From an optimization exercise on the open Yosys and OpenROAD flow, aimed at small area and a short achievable clock period; shortcuts taken in it are not production practice. No run shown here included a check of the RTL's function; only the layout flow was run. No activity file was given, so power comes from the tool's default toggle rates.

==> flow/design.v, too long to show whole: its modules and the start of the top module <==
// module pwl_transform_engine: 850 lines
module pwl_transform_engine (
  input  logic        clock,
  input  logic        rst_n,
  input  logic        tbl_wr,
  input  logic [3:0]  tbl_addr,
  input  logic [11:0] tbl_m,
  input  logic [11:0] tbl_c,
  input  logic        cal_begin,
  output logic        cal_busy,
  output logic        cal_valid,
  input  logic        in_valid,
  input  logic [11:0] indata,
  output logic        out_valid,
  output logic [11:0] outdata
);
  // ...
==> flow/flow/run.sh <==
#!/bin/bash
# The standard layout (standard.sh: unchanged synthesis and ORFS steps) with two changes
# to how the layout is made, both set on make's command line:
# - SETUP_SLACK_MARGIN (from flow/margin.txt): ORFS's timing repair aims for this much setup
#   slack at the design's clock period;
# - CTS_ARGS: clock tree synthesis as ORFS runs it, without dummy loads.
# make's full output goes to flow_make.log here; ORFS keeps each step's log under orfs/logs/.
set -euo pipefail
MARGIN=$(cat flow/margin.txt)
CTS="-sink_clustering_enable -repair_clock_nets -dont_use_dummy_load"
sed "s|^make -C|make SETUP_SLACK_MARGIN=$MARGIN 'CTS_ARGS=$CTS' -C|" standard.sh > standard_own.sh
bash standard_own.sh > flow_make.log 2>&1
==> flow/flow/margin.txt <==
6.3
==> flow/standard.sh <==
#!/bin/bash
# synth_recipe.tcl (not shown) runs the flow's synth.tcl, then flattens the netlist and writes it again
# the make line also repeats each setting of config.mk as NAME=value (left out here)
make -C /OpenROAD-flow-scripts/flow DESIGN_CONFIG=/design/flow/config.mk WORK_HOME=/design/flow/orfs CLKGATE_MAP_FILE= SYNTH_SCRIPT=/design/flow/synth_recipe.tcl "${@:-finish}"
==> flow/config.mk <==
export PLATFORM = sky130hd
export DESIGN_NAME = pwl_transform_engine
export DESIGN_NICKNAME = pwl_transform_engine
export VERILOG_FILES = /design/flow/design.v
export SDC_FILE = /design/flow/constraint.sdc
export NUM_CORES = 4
export LEC_CHECK = 0
export CAP_MARGIN = 20
export CORE_MARGIN = 2
export CORE_UTILIZATION = 60
export SLEW_MARGIN = 20
==> flow/constraint.sdc <==
create_clock -name core_clock -period 10.0 [get_ports {clock}]
set_input_delay 2.0000 -clock core_clock [delete_from_list [all_inputs] [get_ports {clock}]]
set_output_delay 2.0000 -clock core_clock [all_outputs]
set_load 0.01 [all_outputs]
==> summary.md, run 1 <==
| Metric | Value |
|---|---|
| Status | no timing/DRC/antenna violations |
| Worst reg-to-reg path cell count | 15 |
| Top Ports | 60 |
| Vias in the first global route | 40300 |
| Post-DP Area | 57400 um2 |
| Finished Layout Cells | 6096 |
| CTS Buf Count | 135 |
| Clock Latency Late Sink | 0.77 ns |
| Most common cell after layout, fill and taps aside | dfxtp_1 |
| Prevailing post-synth register cell | dfxtp_1 |
| Layout Nets | 5334 |
| Worst path arrival time | roughly 5.0 ns |
| Critical path buffers and inverters | 4 |
| Seq area share | 0.465 |
| Initial Util | 0.604 |
| Drt pass-1 iters | 6 |
| Hold Path Stages | 0 |
| Final non-clock buffer share | 0.0710 |
| Hold/Removal Path Class | flip-flop to flip-flop |
| Synthesized Nets | 5012 |
| Diode count | 2 |
| Fin. max-slew vios | 0 |
| WL met2 | 89100 um |
| Sequential power share | 0.499 |
| Met3 wire len | 25500 um |
| Layout area overhead | 21.2% |
| Multi-In Gates | 2691 |
| Crit path max fanout | 13 |
| Logic pwr share | 0.134 |
| CTS max path bufs | 3 |
| LEAKAGE | 25.5 nW |
| Clock-net power | 4.31 mW |
| Met1 WL | roughly 76000 um |
==> inputs of run 2 (changes only) <==
--- a/flow/design.v
+++ b/flow/design.v
@@ -8,99 +8,105 @@
   input  logic        cal_begin,
   output logic        cal_busy,
   output logic        cal_valid,
   input  logic        in_valid,
   input  logic [11:0] indata,
   output logic        out_valid,
   output logic [11:0] outdata
 );
-  logic        busy_q, pre_a_q, pre_b_q, div_q, finm_q, holdm_q, fin_q, hold_q;
+  logic        busy_q, pre_a_q, pre_b_q, pre_c_q, div_q, finm_q, holdm_q, fin_q, hold_q;
   logic        vm_q, valid_q;
   logic [3:0]  cnt_q, seg_q, ra_q;
-  logic        start, seg_end, last_seg, adv;
+  logic        start, seg_end, last_seg, adv, radv;
   assign start    = cal_begin & ~busy_q;
   assign seg_end  = div_q & (cnt_q == 4'd11);
   assign last_seg = seg_q == 4'd14;
-  assign adv      = pre_a_q | (div_q & (cnt_q == 4'd10));
+  assign adv      = pre_b_q | (div_q & (cnt_q == 4'd10));
+  assign radv     = pre_a_q | (div_q & (cnt_q == 4'd9));
   always_ff @(posedge clock or negedge rst_n) begin
     if (!rst_n) begin
       busy_q  <= 1'b0;
       pre_a_q <= 1'b0;
       pre_b_q <= 1'b0;
+      pre_c_q <= 1'b0;
       div_q   <= 1'b0;
       finm_q  <= 1'b0;
       holdm_q <= 1'b1;
       fin_q   <= 1'b0;
       hold_q  <= 1'b1;
       vm_q    <= 1'b0;
       valid_q <= 1'b0;
       cnt_q   <= '0;
       seg_q   <= '0;
       ra_q    <= '0;
     end else begin
       pre_a_q <= start;
       pre_b_q <= pre_a_q;
-      if (pre_b_q)                  div_q <= 1'b1;
+      pre_c_q <= pre_b_q;
+      if (pre_c_q)                  div_q <= 1'b1;
       else if (seg_end && last_seg) div_q <= 1'b0;
       finm_q  <= div_q & last_seg & (cnt_q == 4'd10);
       holdm_q <= ~(div_q & last_seg & (cnt_q == 4'd10));
       fin_q   <= finm_q;
       hold_q  <= ~finm_q;
       if (start)      busy_q <= 1'b1;
       else if (fin_q) busy_q <= 1'b0;
       if (finm_q) vm_q <= 1'b1;
       if (fin_q)  valid_q <= 1'b1;
       if (div_q) cnt_q <= seg_end ? 4'd0 : cnt_q + 4'd1;
       if (start)        seg_q <= '0;
       else if (seg_end) seg_q <= seg_q + 4'd1;
       if (start)    ra_q <= '0;
-      else if (adv) ra_q <= ra_q + 4'd1;
+      else if (radv) ra_q <= ra_q + 4'd1;
     end
   end
   logic [11:0] pm_q [16];
   logic [11:0] pc_q [16];
   logic [15:0] pv_q;
   always_ff @(posedge clock or negedge rst_n) begin
     if (!rst_n) pv_q <= '0;
     else if (tbl_wr && !busy_q) pv_q[tbl_addr] <= 1'b1;
   end
   always_ff @(posedge clock) begin
     if (tbl_wr && !busy_q) begin
       pm_q[tbl_addr] <= tbl_m;
       pc_q[tbl_addr] <= tbl_c;
     end
   end
-  logic [11:0] rd_m, rd_c, pr_m_q, pr_c_q;
+  logic [11:0] rd_m, rd_c, rd_m_q, rd_c_q, pr_m_q, pr_c_q;
   always_comb begin
     rd_m = '0;
     rd_c = '0;
     for (int i = 0; i < 16; i++) begin
       if (ra_q == 4'(i) && pv_q[i]) begin
         rd_m = rd_m | pm_q[i];
         rd_c = rd_c | pc_q[i];
       end
     end
   end
   always_ff @(posedge clock) begin
+    rd_m_q <= rd_m;
+    rd_c_q <= rd_c;
     if (adv) begin
-      pr_m_q <= rd_m;
-      pr_c_q <= rd_c;
+      pr_m_q <= rd_m_q;
+      pr_c_q <= rd_c_q;
     end
   end
-  logic signed [12:0] dm, dc;
+  logic signed [12:0] dm, dcp, dcn;
   logic [11:0]        dmv_q, adc_q;
   logic               dpos_q, neg_q;
-  assign dm = $signed({1'b0, rd_m}) - $signed({1'b0, pr_m_q});
-  assign dc = $signed({1'b0, rd_c}) - $signed({1'b0, pr_c_q});
+  assign dm  = $signed({1'b0, rd_m_q}) - $signed({1'b0, pr_m_q});
+  assign dcp = $signed({1'b0, rd_c_q}) - $signed({1'b0, pr_c_q});
+  assign dcn = $signed({1'b0, pr_c_q}) - $signed({1'b0, rd_c_q});
   always_ff @(posedge clock) begin
     dmv_q  <= dm[11:0];
-    dpos_q <= (dm > 0);
-    neg_q  <= dc[12];
-    adc_q  <= dc[12] ? 12'(-dc) : dc[11:0];
+    dpos_q <= rd_m_q > pr_m_q;
+    neg_q  <= dcp[12];
+    adc_q  <= dcp[12] ? dcn[11:0] : dcp[11:0];
   end
   logic [11:0] r_q;
   logic        clamp_q, clamp, nbit, ge, bit_in;
   logic [12:0] t, tsub;
   assign clamp = (dmv_q[11:5] == 7'd0) && (adc_q[11:7] >= dmv_q[4:0]);
   always_comb begin
     case (cnt_q)
       4'd1:    nbit = adc_q[6];
@@ -135,50 +141,63 @@
       am_q[i] <= (pm_q[i] & {12{finm_q & pv_q[i]}}) | (am_q[i] & {12{holdm_q}});
       ac_q[i] <= (pc_q[i] & {12{fin_q & pv_q[i]}}) | (ac_q[i] & {12{hold_q}});
     end
     for (int i = 0; i < 15; i++)
       as_q[i] <= (sr_q[12*(14-i) +: 12] & {12{fin_q}}) | (as_q[i] & {12{hold_q}});
   end
   logic        v1_q, v2_q, v3_q;
   logic [11:0] x_q, m_q;
-  logic [15:0] ge_x, top, sel1, sel_q;
-  logic        below, zs_q;
+  logic [15:0] ge_x, top, sel1, sel_q, sels_q;
+  logic        below;
   logic [11:0] m1;
+  logic [15:0] lt;
+  logic [3:0]  any, gtop;
+  logic [11:0] mg [4];
   always_comb begin
     for (int i = 0; i < 16; i++) ge_x[i] = indata >= am_q[i];
     below = ~ge_x[0];
-    for (int i = 0; i < 16; i++) begin
-      top[i] = ge_x[i];
-      for (int j = i + 1; j < 16; j++) top[i] = top[i] & ~ge_x[j];
+    for (int g = 0; g < 4; g++) begin
+      any[g] = |ge_x[4*g +: 4];
+      for (int j = 0; j < 4; j++) begin
+        lt[4*g+j] = ge_x[4*g+j];
+        for (int k = j + 1; k < 4; k++) lt[4*g+j] = lt[4*g+j] & ~ge_x[4*g+k];
+      end
+      mg[g] = '0;
+      for (int j = 0; j < 4; j++) mg[g] = mg[g] | (am_q[4*g+j] & {12{lt[4*g+j]}});
+    end
+    for (int g = 0; g < 4; g++) begin
+      gtop[g] = any[g];
+      for (int h = g + 1; h < 4; h++) gtop[g] = gtop[g] & ~any[h];
     end
-    for (int i = 0; i < 16; i++) sel1[i] = vm_q & (below ? (i == 0) : top[i]);
     m1 = '0;
-    for (int i = 0; i < 16; i++) m1 = m1 | (am_q[i] & {12{top[i]}});
+    for (int g = 0; g < 4; g++) m1 = m1 | (mg[g] & {12{gtop[g]}});
+    for (int i = 0; i < 16; i++) top[i] = lt[i] & gtop[i/4];
+    for (int i = 0; i < 16; i++) sel1[i] = vm_q & (below ? (i == 0) : top[i]);
   end
   always_ff @(posedge clock) begin
     x_q   <= indata;
     m_q   <= m1;
     sel_q <= sel1;
-    zs_q  <= below;
+    sels_q <= sel1 & {16{ge_x[0]}};
   end
   logic [11:0] off, c_sel, s_sel;
   logic [10:0] mag;
   logic        sgn;
   logic [12:0] pp0, pp1, pp2, pp3, pp4, pp5;
   logic        bo0, bo1, bo2, bo3, bo4, bo5, bt0, bt1, bt2, bt3, bt4, bt5;
   logic        bn0, bn1, bn2, bn3, bn4, bn5;
-  logic [24:0] row_a, row_b;
-  logic [4:0]  lo;
+  logic [24:0] row0, row1, row2;
+  logic [5:0]  lo;
   logic [20:0] tsum;
   always_comb begin
     c_sel = '0;
     s_sel = '0;
     for (int i = 0; i < 16; i++) c_sel = c_sel | (ac_q[i] & {12{sel_q[i]}});
-    for (int i = 0; i < 15; i++) s_sel = s_sel | (as_q[i] & {12{sel_q[i] & ~zs_q}});
+    for (int i = 0; i < 15; i++) s_sel = s_sel | (as_q[i] & {12{sels_q[i]}});
   end
   assign mag = s_sel[10:0];
   assign sgn = s_sel[11];
   logic sop0, sop1, sop2, sop3, sop4, sop5, sop6, sop7,
         sop8, sop9, sop10, sop11, sog0, sog1, sog2, sog3,
         sog4, sog5, sog6, sog7, sog8, sog9, sog10, sog11,
         soG0i, soG0_1, soG0_2, soP0_2, soG0_3, soP0_3, soG0_4, soP0_4,
         soG0_5, soP0_5, soG0_6, soP0_6, soG0_7, soP0_7, soG0_8, soP0_8,
@@ -191,57 +210,55 @@
         sos8, sos9, sos10, sos11, t0s, t0c, t1s, t1c,
         t2s, t2c, t3s, t3c, t4s, t4c, t5s, t5c,
         t6s, t6c, t7s, t7c, t8s, t8c, t9s, t9c,
         t10s, t10c, t11s, t11c, t12s, t12c, t13s, t13c,
         t14s, t14c, t15s, t15c, t16s, t16c, t17s, t17c,
         t18s, t18c, t19s, t19c, t20s, t20c, t21s, t21c,
         t22s, t22c, t23s, t23c, t24s, t24c, t25s, t25c,
         t26s, t26c, t27s, t27c, t28s, t28c, t29s, t29c,
-        t30s, t30c, t31s, t31c, t32s, t32c, t33s, t33c,
-        t34s, t34c, t35s, t35c, t36s, t36c, t37s, t37c,
-        t38s, t38c, t39s, t39c, t40s, t40c, t41s, t41c,
-        t42s, t42c, t43s, t43c, t44s, t44c, t45s, t45c,
-        t46s, t46c, t47s, t47c, t48s, t48c, t49s, t49c,
-        t50s, t50c, t51s, t51c, t52s, t52c, t53s, t53c,
-        us0, uc0, us1, uc1, us2, uc2, us3, uc3,
-        us4, uc4, us5, uc5, us6, uc6, us7, uc7,
-        us8, uc8, us9, uc9, us10, uc10, us11, uc11,
-        us12, uc12, us13, uc13, us14, uc14, us15, uc15,
-        us16, uc16, us17, uc17, us18, uc18, us19, uc19,
-        us20, uc20, vs0, vc0, vs1, vc1, vs2, vc2,
-        vs3, vc3, vs4, vc4, vs5, vc5, vs6, vc6,
-        vs7, vc7, vs8, vc8, vs9, vc9, vs10, vc10,
-        vs11, vc11, vs12, vc12, vs13, vc13, vs14, vc14,
-        vs15, vc15, vs16, vc16, vs17, vc17, vs18, vc18,
-        vs19, vc19, vs20, vc20, sfp0, sfp1, sfp2, sfp3,
-        sfp4, sfp5, sfp6, sfp7, sfp8, sfp9, sfp10, sfp11,
-        sfp12, sfp13, sfp14, sfp15, sfp16, sfp17, sfp18, sfp19,
-        sfp20, sfg0, sfg1, sfg2, sfg3, sfg4, sfg5, sfg6,
-        sfg7, sfg8, sfg9, sfg10, sfg11, sfg12, sfg13, sfg14,
-        sfg15, sfg16, sfg17, sfg18, sfg19, sfg20, sfG0i, sfG0_1,
-        sfG0_2, sfP0_2, sfG0_3, sfP0_3, sfG0_4, sfP0_4, sfG0_5, sfP0_5,
-        sfG0_6, sfP0_6, sfG0_7, sfP0_7, sfG0_8, sfP0_8, sfG0_9, sfP0_9,
-        sfG0_10, sfP0_10, sfG0_11, sfP0_11, sfG0_12, sfP0_12, sfG0_13, sfP0_13,
-        sfG0_14, sfP0_14, sfG0_15, sfP0_15, sfG0_16, sfP0_16, sfG0_17, sfP0_17,
-        sfG0_18, sfP0_18, sfG0_19, sfP0_19, sfG0_20, sfP0_20, sfG1_2, sfG1_3,
-        sfG1_4, sfP1_4, sfG1_5, sfP1_5, sfG1_6, sfP1_6, sfG1_7, sfP1_7,
-        sfG1_8, sfP1_8, sfG1_9, sfP1_9, sfG1_10, sfP1_10, sfG1_11, sfP1_11,
-        sfG1_12, sfP1_12, sfG1_13, sfP1_13, sfG1_14, sfP1_14, sfG1_15, sfP1_15,
-        sfG1_16, sfP1_16, sfG1_17, sfP1_17, sfG1_18, sfP1_18, sfG1_19, sfP1_19,
-        sfG1_20, sfP1_20, sfG2_4, sfG2_5, sfG2_6, sfG2_7, sfG2_8, sfP2_8,
-        sfG2_9, sfP2_9, sfG2_10, sfP2_10, sfG2_11, sfP2_11, sfG2_12, sfP2_12,
-        sfG2_13, sfP2_13, sfG2_14, sfP2_14, sfG2_15, sfP2_15, sfG2_16, sfP2_16,
-        sfG2_17, sfP2_17, sfG2_18, sfP2_18, sfG2_19, sfP2_19, sfG2_20, sfP2_20,
-        sfG3_8, sfG3_9, sfG3_10, sfG3_11, sfG3_12, sfG3_13, sfG3_14, sfG3_15,
-        sfG3_16, sfP3_16, sfG3_17, sfP3_17, sfG3_18, sfP3_18, sfG3_19, sfP3_19,
-        sfG3_20, sfP3_20, sfG4_16, sfG4_17, sfG4_18, sfG4_19, sfG4_20, sfs0,
-        sfs1, sfs2, sfs3, sfs4, sfs5, sfs6, sfs7, sfs8,
-        sfs9, sfs10, sfs11, sfs12, sfs13, sfs14, sfs15, sfs16,
-        sfs17, sfs18, sfs19, sfs20;
+        t30s, t30c, t31s, t31c, t32s, t32c, u0s, u0c,
+        u1s, u1c, u2s, u2c, u3s, u3c, u4s, u4c,
+        u5s, u5c, u6s, u6c, u7s, u7c, u8s, u8c,
+        u9s, u9c, u10s, u10c, u11s, u11c, u12s, u12c,
+        u13s, u13c, u14s, u14c, u15s, u15c, u16s, u16c,
+        u17s, u17c, u18s, u18c, u19s, u19c, u20s, u20c,
+        u21s, u21c, u22s, u22c, u23s, u23c, u24s, u24c,
+        u25s, u25c, u26s, u26c, u27s, u27c, u28s, u28c,
+        u29s, u29c, u30s, u30c, u31s, u31c, u32s, u32c,
+        u33s, u33c, u34s, u34c, u35s, u35c, u36s, u36c,
+        u37s, u37c, u38s, u38c, u39s, u39c, u40s, u40c,
+        u41s, u41c, u42s, u42c, u43s, u43c, u44s, u44c,
+        u45s, u45c, u46s, u46c, u47s, u47c, u48s, u48c,
+        u49s, u49c, u50s, u50c, u51s, u51c, u52s, u52c,
+        u53s, u53c, sfp0, sfp1, sfp2, sfp3, sfp4, sfp5,
+        sfp6, sfp7, sfp8, sfp9, sfp10, sfp11, sfp12, sfp13,
+        sfp14, sfp15, sfp16, sfp17, sfp18, sfp19, sfp20, sfg0,
+        sfg1, sfg2, sfg3, sfg4, sfg5, sfg6, sfg7, sfg8,
+        sfg9, sfg10, sfg11, sfg12, sfg13, sfg14, sfg15, sfg16,
+        sfg17, sfg18, sfg19, sfg20, sfG0i, sfG0_1, sfG0_2, sfP0_2,
+        sfG0_3, sfP0_3, sfG0_4, sfP0_4, sfG0_5, sfP0_5, sfG0_6, sfP0_6,
+        sfG0_7, sfP0_7, sfG0_8, sfP0_8, sfG0_9, sfP0_9, sfG0_10, sfP0_10,
+        sfG0_11, sfP0_11, sfG0_12, sfP0_12, sfG0_13, sfP0_13, sfG0_14, sfP0_14,
+        sfG0_15, sfP0_15, sfG0_16, sfP0_16, sfG0_17, sfP0_17, sfG0_18, sfP0_18,
+        sfG0_19, sfP0_19, sfG0_20, sfP0_20, sfG1_2, sfG1_3, sfG1_4, sfP1_4,
+        sfG1_5, sfP1_5, sfG1_6, sfP1_6, sfG1_7, sfP1_7, sfG1_8, sfP1_8,
+        sfG1_9, sfP1_9, sfG1_10, sfP1_10, sfG1_11, sfP1_11, sfG1_12, sfP1_12,
+        sfG1_13, sfP1_13, sfG1_14, sfP1_14, sfG1_15, sfP1_15, sfG1_16, sfP1_16,
+        sfG1_17, sfP1_17, sfG1_18, sfP1_18, sfG1_19, sfP1_19, sfG1_20, sfP1_20,
+        sfG2_4, sfG2_5, sfG2_6, sfG2_7, sfG2_8, sfP2_8, sfG2_9, sfP2_9,
+        sfG2_10, sfP2_10, sfG2_11, sfP2_11, sfG2_12, sfP2_12, sfG2_13, sfP2_13,
+        sfG2_14, sfP2_14, sfG2_15, sfP2_15, sfG2_16, sfP2_16, sfG2_17, sfP2_17,
+        sfG2_18, sfP2_18, sfG2_19, sfP2_19, sfG2_20, sfP2_20, sfG3_8, sfG3_9,
+        sfG3_10, sfG3_11, sfG3_12, sfG3_13, sfG3_14, sfG3_15, sfG3_16, sfP3_16,
+        sfG3_17, sfP3_17, sfG3_18, sfP3_18, sfG3_19, sfP3_19, sfG3_20, sfP3_20,
+        sfG4_16, sfG4_17, sfG4_18, sfG4_19, sfG4_20, sfs0, sfs1, sfs2,
+        sfs3, sfs4, sfs5, sfs6, sfs7, sfs8, sfs9, sfs10,
+        sfs11, sfs12, sfs13, sfs14, sfs15, sfs16, sfs17, sfs18,
+        sfs19, sfs20;
   assign sop0 = x_q[0] ^ ~m_q[0];
   assign sog0 = x_q[0] & ~m_q[0];
   assign sop1 = x_q[1] ^ ~m_q[1];
   assign sog1 = x_q[1] & ~m_q[1];
   assign sop2 = x_q[2] ^ ~m_q[2];
   assign sog2 = x_q[2] & ~m_q[2];
   assign sop3 = x_q[3] ^ ~m_q[3];
   assign sog3 = x_q[3] & ~m_q[3];
@@ -487,187 +504,170 @@
   assign t29s = pp5[7] ^ t14c ^ t15c;
   assign t29c = (pp5[7] & t14c) | (pp5[7] & t15c) | (t14c & t15c);
   assign t30s = pp5[8] ^ 1'b1 ^ t16c;
   assign t30c = (pp5[8] & 1'b1) | (pp5[8] & t16c) | (1'b1 & t16c);
   assign t31s = ~bn3 ^ pp4[11] ^ pp5[9];
   assign t31c = (~bn3 & pp4[11]) | (~bn3 & pp5[9]) | (pp4[11] & pp5[9]);
   assign t32s = pp4[12] ^ pp5[10];
   assign t32c = pp4[12] & pp5[10];
-  assign t33s = pp0[2] ^ pp1[0];
-  assign t33c = pp0[2] & pp1[0];
-  assign t34s = pp0[3] ^ pp1[1];
-  assign t34c = pp0[3] & pp1[1];
-  assign t35s = pp0[4] ^ pp1[2] ^ pp2[0];
-  assign t35c = (pp0[4] & pp1[2]) | (pp0[4] & pp2[0]) | (pp1[2] & pp2[0]);
-  assign t36s = pp0[5] ^ pp1[3] ^ pp2[1];
-  assign t36c = (pp0[5] & pp1[3]) | (pp0[5] & pp2[1]) | (pp1[3] & pp2[1]);
-  assign t37s = pp2[2] ^ pp3[0] ^ t18s;
-  assign t37c = (pp2[2] & pp3[0]) | (pp2[2] & t18s) | (pp3[0] & t18s);
-  assign t38s = pp3[1] ^ t18c ^ t19s;
-  assign t38c = (pp3[1] & t18c) | (pp3[1] & t19s) | (t18c & t19s);
-  assign t39s = t0s ^ t19c ^ t20s;
-  assign t39c = (t0s & t19c) | (t0s & t20s) | (t19c & t20s);
-  assign t40s = t1s ^ t20c ^ t21s;
-  assign t40c = (t1s & t20c) | (t1s & t21s) | (t20c & t21s);
-  assign t41s = t3s ^ t21c ^ t22s;
-  assign t41c = (t3s & t21c) | (t3s & t22s) | (t21c & t22s);
-  assign t42s = t5s ^ t22c ^ t23s;
-  assign t42c = (t5s & t22c) | (t5s & t23s) | (t22c & t23s);
-  assign t43s = t7s ^ t23c ^ t24s;
-  assign t43c = (t7s & t23c) | (t7s & t24s) | (t23c & t24s);
-  assign t44s = t9s ^ t24c ^ t25s;
-  assign t44c = (t9s & t24c) | (t9s & t25s) | (t24c & t25s);
-  assign t45s = t11s ^ t25c ^ t26s;
-  assign t45c = (t11s & t25c) | (t11s & t26s) | (t25c & t26s);
-  assign t46s = t13s ^ t26c ^ t27s;
-  assign t46c = (t13s & t26c) | (t13s & t27s) | (t26c & t27s);
-  assign t47s = t15s ^ t27c ^ t28s;
-  assign t47c = (t15s & t27c) | (t15s & t28s) | (t27c & t28s);
-  assign t48s = t16s ^ t28c ^ t29s;
-  assign t48c = (t16s & t28c) | (t16s & t29s) | (t28c & t29s);
-  assign t49s = t17s ^ t29c ^ t30s;
-  assign t49c = (t17s & t29c) | (t17s & t30s) | (t29c & t30s);
-  assign t50s = t17c ^ t30c ^ t31s;
-  assign t50c = (t17c & t30c) | (t17c & t31s) | (t30c & t31s);
-  assign t51s = 1'b1 ^ t31c ^ t32s;
-  assign t51c = (1'b1 & t31c) | (1'b1 & t32s) | (t31c & t32s);
-  assign t52s = ~bn4 ^ pp5[11] ^ t32c;
-  assign t52c = (~bn4 & pp5[11]) | (~bn4 & t32c) | (pp5[11] & t32c);
-  assign t53s = pp5[12] ^ 1'b1;
-  assign t53c = pp5[12] & 1'b1;
-  assign row_a = {1'b1, ~bn5, t52c, t51c, t50c, t49c, t48c, t47c, t46c, t45c, t44c, t43c, t42c, t41c, t40c, t39c, t38c, t37c, t36c, t35c, t34c, t33c, bn1, pp0[1], pp0[0]};
-  assign row_b = {1'b0, t53c, t53s, t52s, t51s, t50s, t49s, t48s, t47s, t46s, t45s, t44s, t43s, t42s, t41s, t40s, t39s, t38s, t37s, t36s, t35s, t34s, t33s, 1'b0, bn0};
-  assign us0 = ra_q2[4] ^ rb_q2[4] ^ c3_q[0];
-  assign uc0 = (ra_q2[4] & rb_q2[4]) | (ra_q2[4] & c3_q[0]) | (rb_q2[4] & c3_q[0]);
-  assign us1 = ra_q2[5] ^ rb_q2[5] ^ c3_q[1];
-  assign uc1 = (ra_q2[5] & rb_q2[5]) | (ra_q2[5] & c3_q[1]) | (rb_q2[5] & c3_q[1]);
-  assign us2 = ra_q2[6] ^ rb_q2[6] ^ c3_q[2];
-  assign uc2 = (ra_q2[6] & rb_q2[6]) | (ra_q2[6] & c3_q[2]) | (rb_q2[6] & c3_q[2]);
-  assign us3 = ra_q2[7] ^ rb_q2[7] ^ c3_q[3];
-  assign uc3 = (ra_q2[7] & rb_q2[7]) | (ra_q2[7] & c3_q[3]) | (rb_q2[7] & c3_q[3]);
-  assign us4 = ra_q2[8] ^ rb_q2[8] ^ c3_q[4];
-  assign uc4 = (ra_q2[8] & rb_q2[8]) | (ra_q2[8] & c3_q[4]) | (rb_q2[8] & c3_q[4]);
-  assign us5 = ra_q2[9] ^ rb_q2[9] ^ c3_q[5];
-  assign uc5 = (ra_q2[9] & rb_q2[9]) | (ra_q2[9] & c3_q[5]) | (rb_q2[9] & c3_q[5]);
-  assign us6 = ra_q2[10] ^ rb_q2[10] ^ c3_q[6];
-  assign uc6 = (ra_q2[10] & rb_q2[10]) | (ra_q2[10] & c3_q[6]) | (rb_q2[10] & c3_q[6]);
-  assign us7 = ra_q2[11] ^ rb_q2[11] ^ c3_q[7];
-  assign uc7 = (ra_q2[11] & rb_q2[11]) | (ra_q2[11] & c3_q[7]) | (rb_q2[11] & c3_q[7]);
-  assign us8 = ra_q2[12] ^ rb_q2[12] ^ c3_q[8];
-  assign uc8 = (ra_q2[12] & rb_q2[12]) | (ra_q2[12] & c3_q[8]) | (rb_q2[12] & c3_q[8]);
-  assign us9 = ra_q2[13] ^ rb_q2[13] ^ c3_q[9];
-  assign uc9 = (ra_q2[13] & rb_q2[13]) | (ra_q2[13] & c3_q[9]) | (rb_q2[13] & c3_q[9]);
-  assign us10 = ra_q2[14] ^ rb_q2[14] ^ c3_q[10];
-  assign uc10 = (ra_q2[14] & rb_q2[14]) | (ra_q2[14] & c3_q[10]) | (rb_q2[14] & c3_q[10]);
-  assign us11 = ra_q2[15] ^ rb_q2[15] ^ c3_q[11];
-  assign uc11 = (ra_q2[15] & rb_q2[15]) | (ra_q2[15] & c3_q[11]) | (rb_q2[15] & c3_q[11]);
-  assign us12 = ra_q2[16] ^ rb_q2[16];
-  assign uc12 = ra_q2[16] & rb_q2[16];
-  assign us13 = ra_q2[17] ^ rb_q2[17];
-  assign uc13 = ra_q2[17] & rb_q2[17];
-  assign us14 = ra_q2[18] ^ rb_q2[18];
-  assign uc14 = ra_q2[18] & rb_q2[18];
-  assign us15 = ra_q2[19] ^ rb_q2[19];
-  assign uc15 = ra_q2[19] & rb_q2[19];
-  assign us16 = ra_q2[20] ^ rb_q2[20];
-  assign uc16 = ra_q2[20] & rb_q2[20];
-  assign us17 = ra_q2[21] ^ rb_q2[21];
-  assign uc17 = ra_q2[21] & rb_q2[21];
-  assign us18 = ra_q2[22] ^ rb_q2[22];
-  assign uc18 = ra_q2[22] & rb_q2[22];
-  assign us19 = ra_q2[23] ^ rb_q2[23];
-  assign uc19 = ra_q2[23] & rb_q2[23];
-  assign us20 = ra_q2[24] ^ rb_q2[24];
-  assign uc20 = ra_q2[24] & rb_q2[24];
-  assign vs0 = us0 ^ bn3_q[2];
-  assign vc0 = us0 & bn3_q[2];
-  assign vs1 = us1 ^ uc0;
-  assign vc1 = us1 & uc0;
-  assign vs2 = us2 ^ uc1 ^ bn3_q[3];
-  assign vc2 = (us2 & uc1) | (us2 & bn3_q[3]) | (uc1 & bn3_q[3]);
-  assign vs3 = us3 ^ uc2;
-  assign vc3 = us3 & uc2;
-  assign vs4 = us4 ^ uc3 ^ bn3_q[4];
-  assign vc4 = (us4 & uc3) | (us4 & bn3_q[4]) | (uc3 & bn3_q[4]);
-  assign vs5 = us5 ^ uc4;
-  assign vc5 = us5 & uc4;
-  assign vs6 = us6 ^ uc5 ^ bn3_q[5];
-  assign vc6 = (us6 & uc5) | (us6 & bn3_q[5]) | (uc5 & bn3_q[5]);
-  assign vs7 = us7 ^ uc6;
-  assign vc7 = us7 & uc6;
-  assign vs8 = us8 ^ uc7;
-  assign vc8 = us8 & uc7;
-  assign vs9 = us9 ^ uc8;
-  assign vc9 = us9 & uc8;
-  assign vs10 = us10 ^ uc9;
-  assign vc10 = us10 & uc9;
-  assign vs11 = us11 ^ uc10;
-  assign vc11 = us11 & uc10;
-  assign vs12 = us12 ^ uc11;
-  assign vc12 = us12 & uc11;
-  assign vs13 = us13 ^ uc12;
-  assign vc13 = us13 & uc12;
-  assign vs14 = us14 ^ uc13;
-  assign vc14 = us14 & uc13;
-  assign vs15 = us15 ^ uc14;
-  assign vc15 = us15 & uc14;
-  assign vs16 = us16 ^ uc15;
-  assign vc16 = us16 & uc15;
-  assign vs17 = us17 ^ uc16;
-  assign vc17 = us17 & uc16;
-  assign vs18 = us18 ^ uc17;
-  assign vc18 = us18 & uc17;
-  assign vs19 = us19 ^ uc18;
-  assign vc19 = us19 & uc18;
-  assign vs20 = us20 ^ uc19;
-  assign vc20 = us20 & uc19;
-  assign sfp0 = vs0 ^ 1'b0;
-  assign sfg0 = vs0 & 1'b0;
-  assign sfp1 = vs1 ^ vc0;
-  assign sfg1 = vs1 & vc0;
-  assign sfp2 = vs2 ^ vc1;
-  assign sfg2 = vs2 & vc1;
-  assign sfp3 = vs3 ^ vc2;
-  assign sfg3 = vs3 & vc2;
-  assign sfp4 = vs4 ^ vc3;
-  assign sfg4 = vs4 & vc3;
-  assign sfp5 = vs5 ^ vc4;
-  assign sfg5 = vs5 & vc4;
-  assign sfp6 = vs6 ^ vc5;
-  assign sfg6 = vs6 & vc5;
-  assign sfp7 = vs7 ^ vc6;
-  assign sfg7 = vs7 & vc6;
-  assign sfp8 = vs8 ^ vc7;
-  assign sfg8 = vs8 & vc7;
-  assign sfp9 = vs9 ^ vc8;
-  assign sfg9 = vs9 & vc8;
-  assign sfp10 = vs10 ^ vc9;
-  assign sfg10 = vs10 & vc9;
-  assign sfp11 = vs11 ^ vc10;
-  assign sfg11 = vs11 & vc10;
-  assign sfp12 = vs12 ^ vc11;
-  assign sfg12 = vs12 & vc11;
-  assign sfp13 = vs13 ^ vc12;
-  assign sfg13 = vs13 & vc12;
-  assign sfp14 = vs14 ^ vc13;
-  assign sfg14 = vs14 & vc13;
-  assign sfp15 = vs15 ^ vc14;
-  assign sfg15 = vs15 & vc14;
-  assign sfp16 = vs16 ^ vc15;
-  assign sfg16 = vs16 & vc15;
-  assign sfp17 = vs17 ^ vc16;
-  assign sfg17 = vs17 & vc16;
-  assign sfp18 = vs18 ^ vc17;
-  assign sfg18 = vs18 & vc17;
-  assign sfp19 = vs19 ^ vc18;
-  assign sfg19 = vs19 & vc18;
-  assign sfp20 = vs20 ^ vc19;
-  assign sfg20 = vs20 & vc19;
-  assign sfG0i = sfg0 | (sfp0 & c4_q);
+  assign row0 = {1'b1, ~bn5, pp5[12], ~bn4, 1'b1, t17c, t17s, t16s, t15s, t13s, t11s, t9s, t7s, t5s, t3s, t1s, t0s, pp3[1], pp2[2], pp0[5], pp0[4], pp0[3], pp0[2], pp0[1], pp0[0]};
+  assign row1 = {1'b0, 1'b0, 1'b1, pp5[11], t31c, t30c, t29c, t28c, t27c, t26c, t25c, t24c, t23c, t22c, t21c, t20c, t19c, t18c, pp3[0], pp1[3], pp1[2], pp1[1], pp1[0], 1'b0, bn0};
+  assign row2 = {1'b0, 1'b0, 1'b0, t32c, t32s, t31s, t30s, t29s, t28s, t27s, t26s, t25s, t24s, t23s, t22s, t21s, t20s, t19s, t18s, pp2[1], pp2[0], 1'b0, bn1, 1'b0, 1'b0};
+  assign u0s = r0_q[4] ^ r1_q[4];
+  assign u0c = r0_q[4] & r1_q[4];
+  assign u1s = r0_q[5] ^ r1_q[5] ^ r2_q[5];
+  assign u1c = (r0_q[5] & r1_q[5]) | (r0_q[5] & r2_q[5]) | (r1_q[5] & r2_q[5]);
+  assign u2s = r0_q[6] ^ r1_q[6] ^ r2_q[6];
+  assign u2c = (r0_q[6] & r1_q[6]) | (r0_q[6] & r2_q[6]) | (r1_q[6] & r2_q[6]);
+  assign u3s = r0_q[7] ^ r1_q[7];
+  assign u3c = r0_q[7] & r1_q[7];
+  assign u4s = r0_q[8] ^ r1_q[8] ^ r2_q[8];
+  assign u4c = (r0_q[8] & r1_q[8]) | (r0_q[8] & r2_q[8]) | (r1_q[8] & r2_q[8]);
+  assign u5s = r0_q[9] ^ r1_q[9];
+  assign u5c = r0_q[9] & r1_q[9];
+  assign u6s = r0_q[10] ^ r1_q[10] ^ r2_q[10];
+  assign u6c = (r0_q[10] & r1_q[10]) | (r0_q[10] & r2_q[10]) | (r1_q[10] & r2_q[10]);
+  assign u7s = r0_q[11] ^ r1_q[11];
+  assign u7c = r0_q[11] & r1_q[11];
+  assign u8s = r0_q[12] ^ r1_q[12];
+  assign u8c = r0_q[12] & r1_q[12];
+  assign u9s = r0_q[13] ^ r1_q[13];
+  assign u9c = r0_q[13] & r1_q[13];
+  assign u10s = r0_q[14] ^ r1_q[14];
+  assign u10c = r0_q[14] & r1_q[14];
+  assign u11s = r0_q[15] ^ r1_q[15];
+  assign u11c = r0_q[15] & r1_q[15];
+  assign u12s = r2_q[4] ^ c3_q[0];
+  assign u12c = r2_q[4] & c3_q[0];
+  assign u13s = c3_q[1] ^ lo_q[1] ^ u0c;
+  assign u13c = (c3_q[1] & lo_q[1]) | (c3_q[1] & u0c) | (lo_q[1] & u0c);
+  assign u14s = c3_q[2] ^ bn3_q[3] ^ u1c;
+  assign u14c = (c3_q[2] & bn3_q[3]) | (c3_q[2] & u1c) | (bn3_q[3] & u1c);
+  assign u15s = r2_q[7] ^ c3_q[3] ^ u2c;
+  assign u15c = (r2_q[7] & c3_q[3]) | (r2_q[7] & u2c) | (c3_q[3] & u2c);
+  assign u16s = c3_q[4] ^ bn3_q[4] ^ u3c;
+  assign u16c = (c3_q[4] & bn3_q[4]) | (c3_q[4] & u3c) | (bn3_q[4] & u3c);
+  assign u17s = r2_q[9] ^ c3_q[5] ^ u4c;
+  assign u17c = (r2_q[9] & c3_q[5]) | (r2_q[9] & u4c) | (c3_q[5] & u4c);
+  assign u18s = c3_q[6] ^ bn3_q[5] ^ u5c;
+  assign u18c = (c3_q[6] & bn3_q[5]) | (c3_q[6] & u5c) | (bn3_q[5] & u5c);
+  assign u19s = r2_q[11] ^ c3_q[7] ^ u6c;
+  assign u19c = (r2_q[11] & c3_q[7]) | (r2_q[11] & u6c) | (c3_q[7] & u6c);
+  assign u20s = r2_q[12] ^ c3_q[8] ^ u7c;
+  assign u20c = (r2_q[12] & c3_q[8]) | (r2_q[12] & u7c) | (c3_q[8] & u7c);
+  assign u21s = r2_q[13] ^ c3_q[9] ^ u8c;
+  assign u21c = (r2_q[13] & c3_q[9]) | (r2_q[13] & u8c) | (c3_q[9] & u8c);
+  assign u22s = r2_q[14] ^ c3_q[10] ^ u9c;
+  assign u22c = (r2_q[14] & c3_q[10]) | (r2_q[14] & u9c) | (c3_q[10] & u9c);
+  assign u23s = r2_q[15] ^ c3_q[11] ^ u10c;
+  assign u23c = (r2_q[15] & c3_q[11]) | (r2_q[15] & u10c) | (c3_q[11] & u10c);
+  assign u24s = r0_q[16] ^ r1_q[16] ^ r2_q[16];
+  assign u24c = (r0_q[16] & r1_q[16]) | (r0_q[16] & r2_q[16]) | (r1_q[16] & r2_q[16]);
+  assign u25s = r0_q[17] ^ r1_q[17];
+  assign u25c = r0_q[17] & r1_q[17];
+  assign u26s = r0_q[18] ^ r1_q[18];
+  assign u26c = r0_q[18] & r1_q[18];
+  assign u27s = r0_q[19] ^ r1_q[19];
+  assign u27c = r0_q[19] & r1_q[19];
+  assign u28s = r0_q[20] ^ r1_q[20];
+  assign u28c = r0_q[20] & r1_q[20];
+  assign u29s = r0_q[21] ^ r1_q[21];
+  assign u29c = r0_q[21] & r1_q[21];
+  assign u30s = r0_q[22] ^ r1_q[22];
+  assign u30c = r0_q[22] & r1_q[22];
+  assign u31s = r0_q[23] ^ r1_q[23];
+  assign u31c = r0_q[23] & r1_q[23];
+  assign u32s = r0_q[24] ^ r1_q[24];
+  assign u32c = r0_q[24] & r1_q[24];
+  assign u33s = bn3_q[2] ^ u0s;
+  assign u33c = bn3_q[2] & u0s;
+  assign u34s = u1s ^ u12c ^ u13s;
+  assign u34c = (u1s & u12c) | (u1s & u13s) | (u12c & u13s);
+  assign u35s = u2s ^ u13c ^ u14s;
+  assign u35c = (u2s & u13c) | (u2s & u14s) | (u13c & u14s);
+  assign u36s = u3s ^ u14c ^ u15s;
+  assign u36c = (u3s & u14c) | (u3s & u15s) | (u14c & u15s);
+  assign u37s = u4s ^ u15c ^ u16s;
+  assign u37c = (u4s & u15c) | (u4s & u16s) | (u15c & u16s);
+  assign u38s = u5s ^ u16c ^ u17s;
+  assign u38c = (u5s & u16c) | (u5s & u17s) | (u16c & u17s);
+  assign u39s = u6s ^ u17c ^ u18s;
+  assign u39c = (u6s & u17c) | (u6s & u18s) | (u17c & u18s);
+  assign u40s = u7s ^ u18c ^ u19s;
+  assign u40c = (u7s & u18c) | (u7s & u19s) | (u18c & u19s);
+  assign u41s = u8s ^ u19c ^ u20s;
+  assign u41c = (u8s & u19c) | (u8s & u20s) | (u19c & u20s);
+  assign u42s = u9s ^ u20c ^ u21s;
+  assign u42c = (u9s & u20c) | (u9s & u21s) | (u20c & u21s);
+  assign u43s = u10s ^ u21c ^ u22s;
+  assign u43c = (u10s & u21c) | (u10s & u22s) | (u21c & u22s);
+  assign u44s = u11s ^ u22c ^ u23s;
+  assign u44c = (u11s & u22c) | (u11s & u23s) | (u22c & u23s);
+  assign u45s = u11c ^ u23c ^ u24s;
+  assign u45c = (u11c & u23c) | (u11c & u24s) | (u23c & u24s);
+  assign u46s = r2_q[17] ^ u24c ^ u25s;
+  assign u46c = (r2_q[17] & u24c) | (r2_q[17] & u25s) | (u24c & u25s);
+  assign u47s = r2_q[18] ^ u25c ^ u26s;
+  assign u47c = (r2_q[18] & u25c) | (r2_q[18] & u26s) | (u25c & u26s);
+  assign u48s = r2_q[19] ^ u26c ^ u27s;
+  assign u48c = (r2_q[19] & u26c) | (r2_q[19] & u27s) | (u26c & u27s);
+  assign u49s = r2_q[20] ^ u27c ^ u28s;
+  assign u49c = (r2_q[20] & u27c) | (r2_q[20] & u28s) | (u27c & u28s);
+  assign u50s = r2_q[21] ^ u28c ^ u29s;
+  assign u50c = (r2_q[21] & u28c) | (r2_q[21] & u29s) | (u28c & u29s);
+  assign u51s = r2_q[22] ^ u29c ^ u30s;
+  assign u51c = (r2_q[22] & u29c) | (r2_q[22] & u30s) | (u29c & u30s);
+  assign u52s = r2_q[23] ^ u30c ^ u31s;
+  assign u52c = (r2_q[23] & u30c) | (r2_q[23] & u31s) | (u30c & u31s);
+  assign u53s = r2_q[24] ^ u31c ^ u32s;
+  assign u53c = (r2_q[24] & u31c) | (r2_q[24] & u32s) | (u31c & u32s);
+  assign sfp0 = u12s ^ u33s;
+  assign sfg0 = u12s & u33s;
+  assign sfp1 = u33c ^ u34s;
+  assign sfg1 = u33c & u34s;
+  assign sfp2 = u34c ^ u35s;
+  assign sfg2 = u34c & u35s;
+  assign sfp3 = u35c ^ u36s;
+  assign sfg3 = u35c & u36s;
+  assign sfp4 = u36c ^ u37s;
+  assign sfg4 = u36c & u37s;
+  assign sfp5 = u37c ^ u38s;
+  assign sfg5 = u37c & u38s;
+  assign sfp6 = u38c ^ u39s;
+  assign sfg6 = u38c & u39s;
+  assign sfp7 = u39c ^ u40s;
+  assign sfg7 = u39c & u40s;
+  assign sfp8 = u40c ^ u41s;
+  assign sfg8 = u40c & u41s;
+  assign sfp9 = u41c ^ u42s;
+  assign sfg9 = u41c & u42s;
+  assign sfp10 = u42c ^ u43s;
+  assign sfg10 = u42c & u43s;
+  assign sfp11 = u43c ^ u44s;
+  assign sfg11 = u43c & u44s;
+  assign sfp12 = u44c ^ u45s;
+  assign sfg12 = u44c & u45s;
+  assign sfp13 = u45c ^ u46s;
+  assign sfg13 = u45c & u46s;
+  assign sfp14 = u46c ^ u47s;
+  assign sfg14 = u46c & u47s;
+  assign sfp15 = u47c ^ u48s;
+  assign sfg15 = u47c & u48s;
+  assign sfp16 = u48c ^ u49s;
+  assign sfg16 = u48c & u49s;
+  assign sfp17 = u49c ^ u50s;
+  assign sfg17 = u49c & u50s;
+  assign sfp18 = u50c ^ u51s;
+  assign sfg18 = u50c & u51s;
+  assign sfp19 = u51c ^ u52s;
+  assign sfg19 = u51c & u52s;
+  assign sfp20 = u52c ^ u53s;
+  assign sfg20 = u52c & u53s;
+  assign sfG0i = sfg0 | (sfp0 & lo_q[0]);
   assign sfG0_1 = sfg1 | (sfp1 & sfG0i);
   assign sfG0_2 = sfg2 | (sfp2 & sfg1);
   assign sfP0_2 = sfp2 & sfp1;
   assign sfG0_3 = sfg3 | (sfp3 & sfg2);
   assign sfP0_3 = sfp3 & sfp2;
   assign sfG0_4 = sfg4 | (sfp4 & sfg3);
   assign sfP0_4 = sfp4 & sfp3;
   assign sfG0_5 = sfg5 | (sfp5 & sfg4);
@@ -786,17 +786,17 @@
   assign sfP3_19 = sfP2_19 & sfP2_11;
   assign sfG3_20 = sfG2_20 | (sfP2_20 & sfG2_12);
   assign sfP3_20 = sfP2_20 & sfP2_12;
   assign sfG4_16 = sfG3_16 | (sfP3_16 & sfG0i);
   assign sfG4_17 = sfG3_17 | (sfP3_17 & sfG0_1);
   assign sfG4_18 = sfG3_18 | (sfP3_18 & sfG1_2);
   assign sfG4_19 = sfG3_19 | (sfP3_19 & sfG1_3);
   assign sfG4_20 = sfG3_20 | (sfP3_20 & sfG2_4);
-  assign sfs0 = sfp0 ^ c4_q;
+  assign sfs0 = sfp0 ^ lo_q[0];
   assign sfs1 = sfp1 ^ sfG0i;
   assign sfs2 = sfp2 ^ sfG0_1;
   assign sfs3 = sfp3 ^ sfG1_2;
   assign sfs4 = sfp4 ^ sfG1_3;
   assign sfs5 = sfp5 ^ sfG2_4;
   assign sfs6 = sfp6 ^ sfG2_5;
   assign sfs7 = sfp7 ^ sfG2_6;
   assign sfs8 = sfp8 ^ sfG2_7;
@@ -808,25 +808,26 @@
   assign sfs14 = sfp14 ^ sfG3_13;
   assign sfs15 = sfp15 ^ sfG3_14;
   assign sfs16 = sfp16 ^ sfG3_15;
   assign sfs17 = sfp17 ^ sfG4_16;
   assign sfs18 = sfp18 ^ sfG4_17;
   assign sfs19 = sfp19 ^ sfG4_18;
   assign sfs20 = sfp20 ^ sfG4_19;
   assign tsum = {sfs20, sfs19, sfs18, sfs17, sfs16, sfs15, sfs14, sfs13, sfs12, sfs11, sfs10, sfs9, sfs8, sfs7, sfs6, sfs5, sfs4, sfs3, sfs2, sfs1, sfs0};
-  assign lo = {1'b0, row_a[3:0]} + {1'b0, row_b[3:0]};
-  logic [24:4] ra_q2, rb_q2;
+  assign lo = {2'b0, row0[3:0]} + {2'b0, row1[3:0]} + {2'b0, row2[3:0]};
+  logic [24:4] r0_q, r1_q, r2_q;
   logic [11:0] c3_q;
   logic [5:2]  bn3_q;
-  logic        c4_q;
+  logic [1:0]  lo_q;
   always_ff @(posedge clock) begin
-    ra_q2 <= row_a[24:4];
-    rb_q2 <= row_b[24:4];
-    c4_q  <= lo[4];
+    r0_q  <= row0[24:4];
+    r1_q  <= row1[24:4];
+    r2_q  <= row2[24:4];
+    lo_q  <= lo[5:4];
     c3_q  <= c_sel;
     bn3_q <= {bn5, bn4, bn3, bn2};
   end
   logic [11:0] res, out_q;
   always_comb begin
     if (tsum[20])              res = '0;
     else if (tsum[19:12] != 0) res = '1;
     else                       res = tsum[11:0];
==> flow/flow/margin.txt (replaced) <==
6.2
==> run 2 against run 1 <==
Still clean on timing, DRC and antenna. Synthesized cell count is 1.7% higher. Sequential power is 4.1% higher. Via count is 0.75% lower. Power is 3.0% higher. Hold slack better by 0.034 ns. Clock-buffer cell count is 5 higher. Maximum frequency is 2.7% higher. Register-to-register slack better by 0.33 ns. Synthesized area is 2.2% higher. Combinational power hardly changed. Core utilization is 2.6 points lower. Worst setup slack better by 0.12 ns. Critical path type unchanged. Critical endpoint is now m_q[5].
==> summary.md, run 2 <==
| Metric | Value |
|---|---|
| Fin Setup TNS | 0 ns (unchanged) |
| Required @ worst endpoint | 10.58 ns (was 10.59 ns) |
| Logic pwr share | 0.128 (was 0.134) |
| WL final | 198000 um (was 205000 um) |
| Reg clk slew, reported paths | 0.06 ns (about the same) |
| CTS max path bufs | 3 (unchanged) |
| Share of cells above drive strength 1 | 0.150 (was 0.210) |
| Post-synth EDFFs | 409 (unchanged) |
| Sw Pwr | 2.94 mW (was 2.89 mW) |
| Pre-CTS setup slack | 3.45 ns (was 3.03 ns) |
| Slowest stage delay, CP | 0.40 ns (was 0.36 ns) |
| Synth Area in Adders | 0.0928 (was 0.0944) |
| Fin area | 65900 um2 (was 67000 um2) |
| Top cells by count, synth | dfxtp_1, a22o_1, edfxtp_1 (unchanged) |
| Worst Setup End Kind | flip-flop (unchanged) |
| Main combinational cell family by area after synthesis | compound AO/OA/AOI/OAI gates (unchanged) |
| Crit-path cells | buf_6 > buf_12 > buf_4 > ha_1 > nand4_1 > o31ai_4 > a31oi_4 > o2111ai_4 > and4bb_4 > a21boi_4 > buf_12 > o21a_1 > a2111o_1 (was dlygate4sd2_1 > buf_12 > ha_1 > o211ai_1 > nor4_4 > a2111oi_4 > buf_4 > a21o_2 > nand3_4 > buf_2 > nor2_1 > a2111o_1 > nor3_2 > nand4_1) |
| Core box area | 93300 um2 (was 91500 um2) |
| Startpoint types | primary input (unchanged) |
| Top Ports | 60 (unchanged) |
| Sequential power share | 0.505 (was 0.499) |
| Hpwl dp | 128000 um (was 126000 um) |
| CTS Buf Count | 140 (was 135) |
| First-pass GRT wire length | 280000 um (was 285000 um) |
| Most common cell after layout, fill and taps aside | dfxtp_1 (unchanged) |
| CTS tree | done (unchanged) |
| Compound-gate portion of the synthesized area | 0.215 (was 0.213) |
| Prevailing post-synth register cell | dfxtp_1 (unchanged) |
| Overflow after GRT | 0 (unchanged) |
| FILL cells | 6667 (was 6118) |
| 1st-iter DRT viols | 5844 (was 6246) |
| # clock sinks | 1397 (was 1342) |
| Commonest non-fill, non-tap cells in the layout | dfxtp_1, a22o_1, edfxtp_1, inv_1, ha_1 (unchanged) |
| Wire per inst | 32.3 um (was 33.6 um) |
| Seq/Total Area, Yosys | 0.571 (was 0.563) |
| Fraction of synthesized area in multiplexers | 0.00496 (was 0.00464) |
| Worst-Margin Slew | 1.31 ns (was 1.33 ns) |
| Initial antenna violation count | 14 (was 6) |
| P_int | 9.15 mW (was 8.85 mW) |
| Synthesized Nets | 5092 (was 5012) |
| Ys Warns | 5 (was 4) |
| Switching Share | 0.243 (was 0.246) |
| Via-to-Cell Ratio | 6.91 (was 7.00) |
| Die height | 311 um (was 308 um) |
| Initial Util | 0.606 (was 0.604) |
| Synth area leader | dfxtp_1 (unchanged) |
| CTS root buf | clkbuf_16 (unchanged) |
| Tcrit/Tclk final | 0.433 (was 0.445) |
| RSZ-0062 raised after global routing | true (unchanged) |
| Post-synth cell types | 81 (was 86) |
| Worst clock skew | 0.0994 ns (was 0.0671 ns) |
| #FFs+latches synth | 1397 (was 1342) |
| Cell Area, Synth | 56500 um2 (was 55300 um2) |
| Final hold slack | 0.334 ns (was 0.300 ns) |
| Hold/Removal Path Class | flip-flop to flip-flop (unchanged) |
| Gr usage total | 0.399 (was 0.420) |
| CP Class | primary input to flip-flop (unchanged) |
| Synth Instances | 4667 (was 4588) |
| Vias | 42400 (was 42700) |
| LEAKAGE | 25.1 nW (was 25.5 nW) |
| Largest net degree at the start of global routing | 99 (was 190) |
| Final setup fails | 0 (unchanged) |
| Drt pass-1 iters | 8 (was 6) |
| Most frequent cell after synthesis | dfxtp_1 (unchanged) |
| Die X | 311 um (was 308 um) |
| Final worst path period need | 4.33 ns (was 4.45 ns) |
| Synth Area in Simple Gates | 0.0524 (was 0.0605) |
| Vias in the first global route | 40000 (was 40300) |
| Total power | 12.1 mW (was 11.7 mW) |
| Finished Layout Cells | 6129 (was 6096) |
| Residual DRC count | 0 (unchanged) |
| PnR worst setup slack | 5.67 ns (was 5.55 ns) |
| Synth async-reset ratio | 0.0301 (was 0.0306) |
| Clock power frac | 0.367 (about the same) |
| Clock Latency Late Sink | 0.78 ns (was 0.77 ns) |
| # rows | 112 (was 111) |
| H-tree level count | 4 (unchanged) |
| Core Util, Final | 0.706 (was 0.733) |
| Layout Nets | 5299 (was 5334) |
| Max VDD drop | 0.203 mV (was 0.188 mV) |
| Syn Area/Cell | 12.1 um2 (about the same) |
| Status | no timing/DRC/antenna violations (unchanged) |
| Power density over cell area | 183 nW/um2 (was 175 nW/um2) |
| Post-DP Area | 58800 um2 (was 57400 um2) |
| Fin. max-slew vios | 0 (unchanged) |
| Critical path buffers and inverters | 4 (unchanged) |
| Layout area overhead | 16.6% (was 21.2%) |
| CTS Hold Buffers Added | 0 (unchanged) |
| DIE AREA | 96700 um2 (was 94600 um2) |
| Share of the synthesized area in the top cell type | 0.335 (was 0.323) |
| Critical path's top delay family | compound AO/OA/AOI/OAI gates (was simple AND/OR/NAND/NOR gates) |
| Placed instance count | 5792 (was 5668) |
| IO buf count | 59 (unchanged) |
| Number of nets with antenna violations after routing | 0 (unchanged) |
| CP most frequent cell | buf_12 |
| Fmax | 231 MHz (was 225 MHz) |
| Dominant cells by area after synthesis | dfxtp_1, edfxtp_1, a22o_1 (unchanged) |
| Routability cong. | 1.05 (was 0.962) |
| Worst path arrival time | 4.91 ns (was 5.04 ns) |
| CP max-delay cell | a2111o_1 (unchanged) |
| Max transition margin | 0.128 (was 0.115) |
| Final Hold Fails | 0 (unchanged) |
| Crit path max fanout | 6 (was 13) |
| Synth Area in XOR/XNOR | 0.0226 (was 0.0261) |
| Max_cap viols | 0 (unchanged) |
## run 2: changes by cell type after synthesis, moves of 12 or more
cell      previous run  this run
xor2_1              52        31
a221o_1              2        39
o22ai_1             32         8
a22o_1             705       722
o41ai_1             19         4
dfxtp_1            892       946
inv_1              300       343
a21oi_1            103       176
clkbuf_1           218       243
nor2_1             159       132
nand2_1            135       113
a221oi_1           135       147
o21a_1              22        38
## run 2: worst paths after layout
kind	slack, ns	from	cells after the start	to
max	5.67	indata[5]	13	m_q[5]
min	0.33	sr_q[171]	0	sr_q[172]
max reg2reg	6.00	r0_q[2]	16	out_q[11]
min reg2reg	0.33	sr_q[171]	0	sr_q[172]
max in group asynchronous	7.94	rst_n	2	fin_q
min in group asynchronous	1.41	rst_n	2	vm_q
## run 2: worst register-to-register path, cell delays in order (launching register included)
cell and delay, ns:
dfxtp_2 0.32, inv_2 0.04, fa_2 0.38, fa_1 0.49
inv_1 0.05, fa_1 0.54, ha_4 0.23, o21a_1 0.13
o31ai_4 0.07, a21oi_2 0.12, a21oi_4 0.23, o221ai_2 0.14
a311oi_2 0.33, xnor2_2 0.15, nor4_4 0.40, buf_6 0.21
a21oi_2 0.06
## run 2: layout make-up
class,instances,area (um2),area share
clock buffers,140,3500,0.0532
well taps,1254,1570,0.0238
flip-flops and latches,1397,32300,0.490
diodes,3,7.51,0.000114
multi-input cells,2657,23800,0.361
inverters,345,1310,0.0199
repair buffers,333,3390,0.0514
## run 2: kinds of logic after synthesis
group	after synthesis
compound gates	1522
xor+xnor	146
fa+ha+maj	380
buf+inv	616
flops	1397
mux	27
simple gates	579
## run 2: timing repair
action / 4_1_cts / 5_1_grt
setup buffers: 120 / 62
cloned: 11 / 1
pin swaps: 100 / 87
resized for setup: 291 / 149
endpoints found under the setup margin: 260 / 184
## run 2: layer usage
metal  track usage  share of wire  up-vias
met1         0.542           0.38    20700
li1              -              -    18000
met3         0.111           0.13      687
met4         0.222          0.068       12
met2         0.579           0.42     2979
met5             0        0.00040        -
## run 2: power by group through the flow
stage / Clock (mW) / Sequential, mW / Combinational, mW
5_1_grt: 4.67 / 6.12 / 1.67
3_3_place_gp: 0 / 6.21 / 1.15
6_report: 4.44 / 6.10 / 1.55
4_1_cts: 4.45 / 6.10 / 1.38
2_1_floorplan: 0 / 6.15 / 0.853
3_5_place_dp: 0 / 6.21 / 1.17

[static timing again, ports no longer ideal]
In the flow no input, the clock included, has a driving cell. The finished layouts below were timed again as built, in two steps. Step 1, drivers: a clkbuf_16 drives clock and a buf_2 each remaining input, both assumed. Step 2 moves the port delays by t, midway between the first and last clock arrival at a register: inputs arrive t later, outputs are due t later. That takes back most of the time a late clock gives input paths. Slacks: ideal ports / drivers / drivers and shift; pairs: ideal ports / drivers.
run	shift t [ns]	slack for setup (ns)	worst setup path after step 2	latest minus earliest clock arrival (ns)
run 1	0.809	5.551 / 5.610 / 4.801	input to register	0.080 / 0.080
run 2	0.807	5.669 / 5.702 / 4.895	input to register	0.103 / 0.102
After both steps setup and hold are still met in every run listed. The setup slack of run 2, which loses most, moves by +0.033 ns with the drivers and by -0.774 ns with both steps.
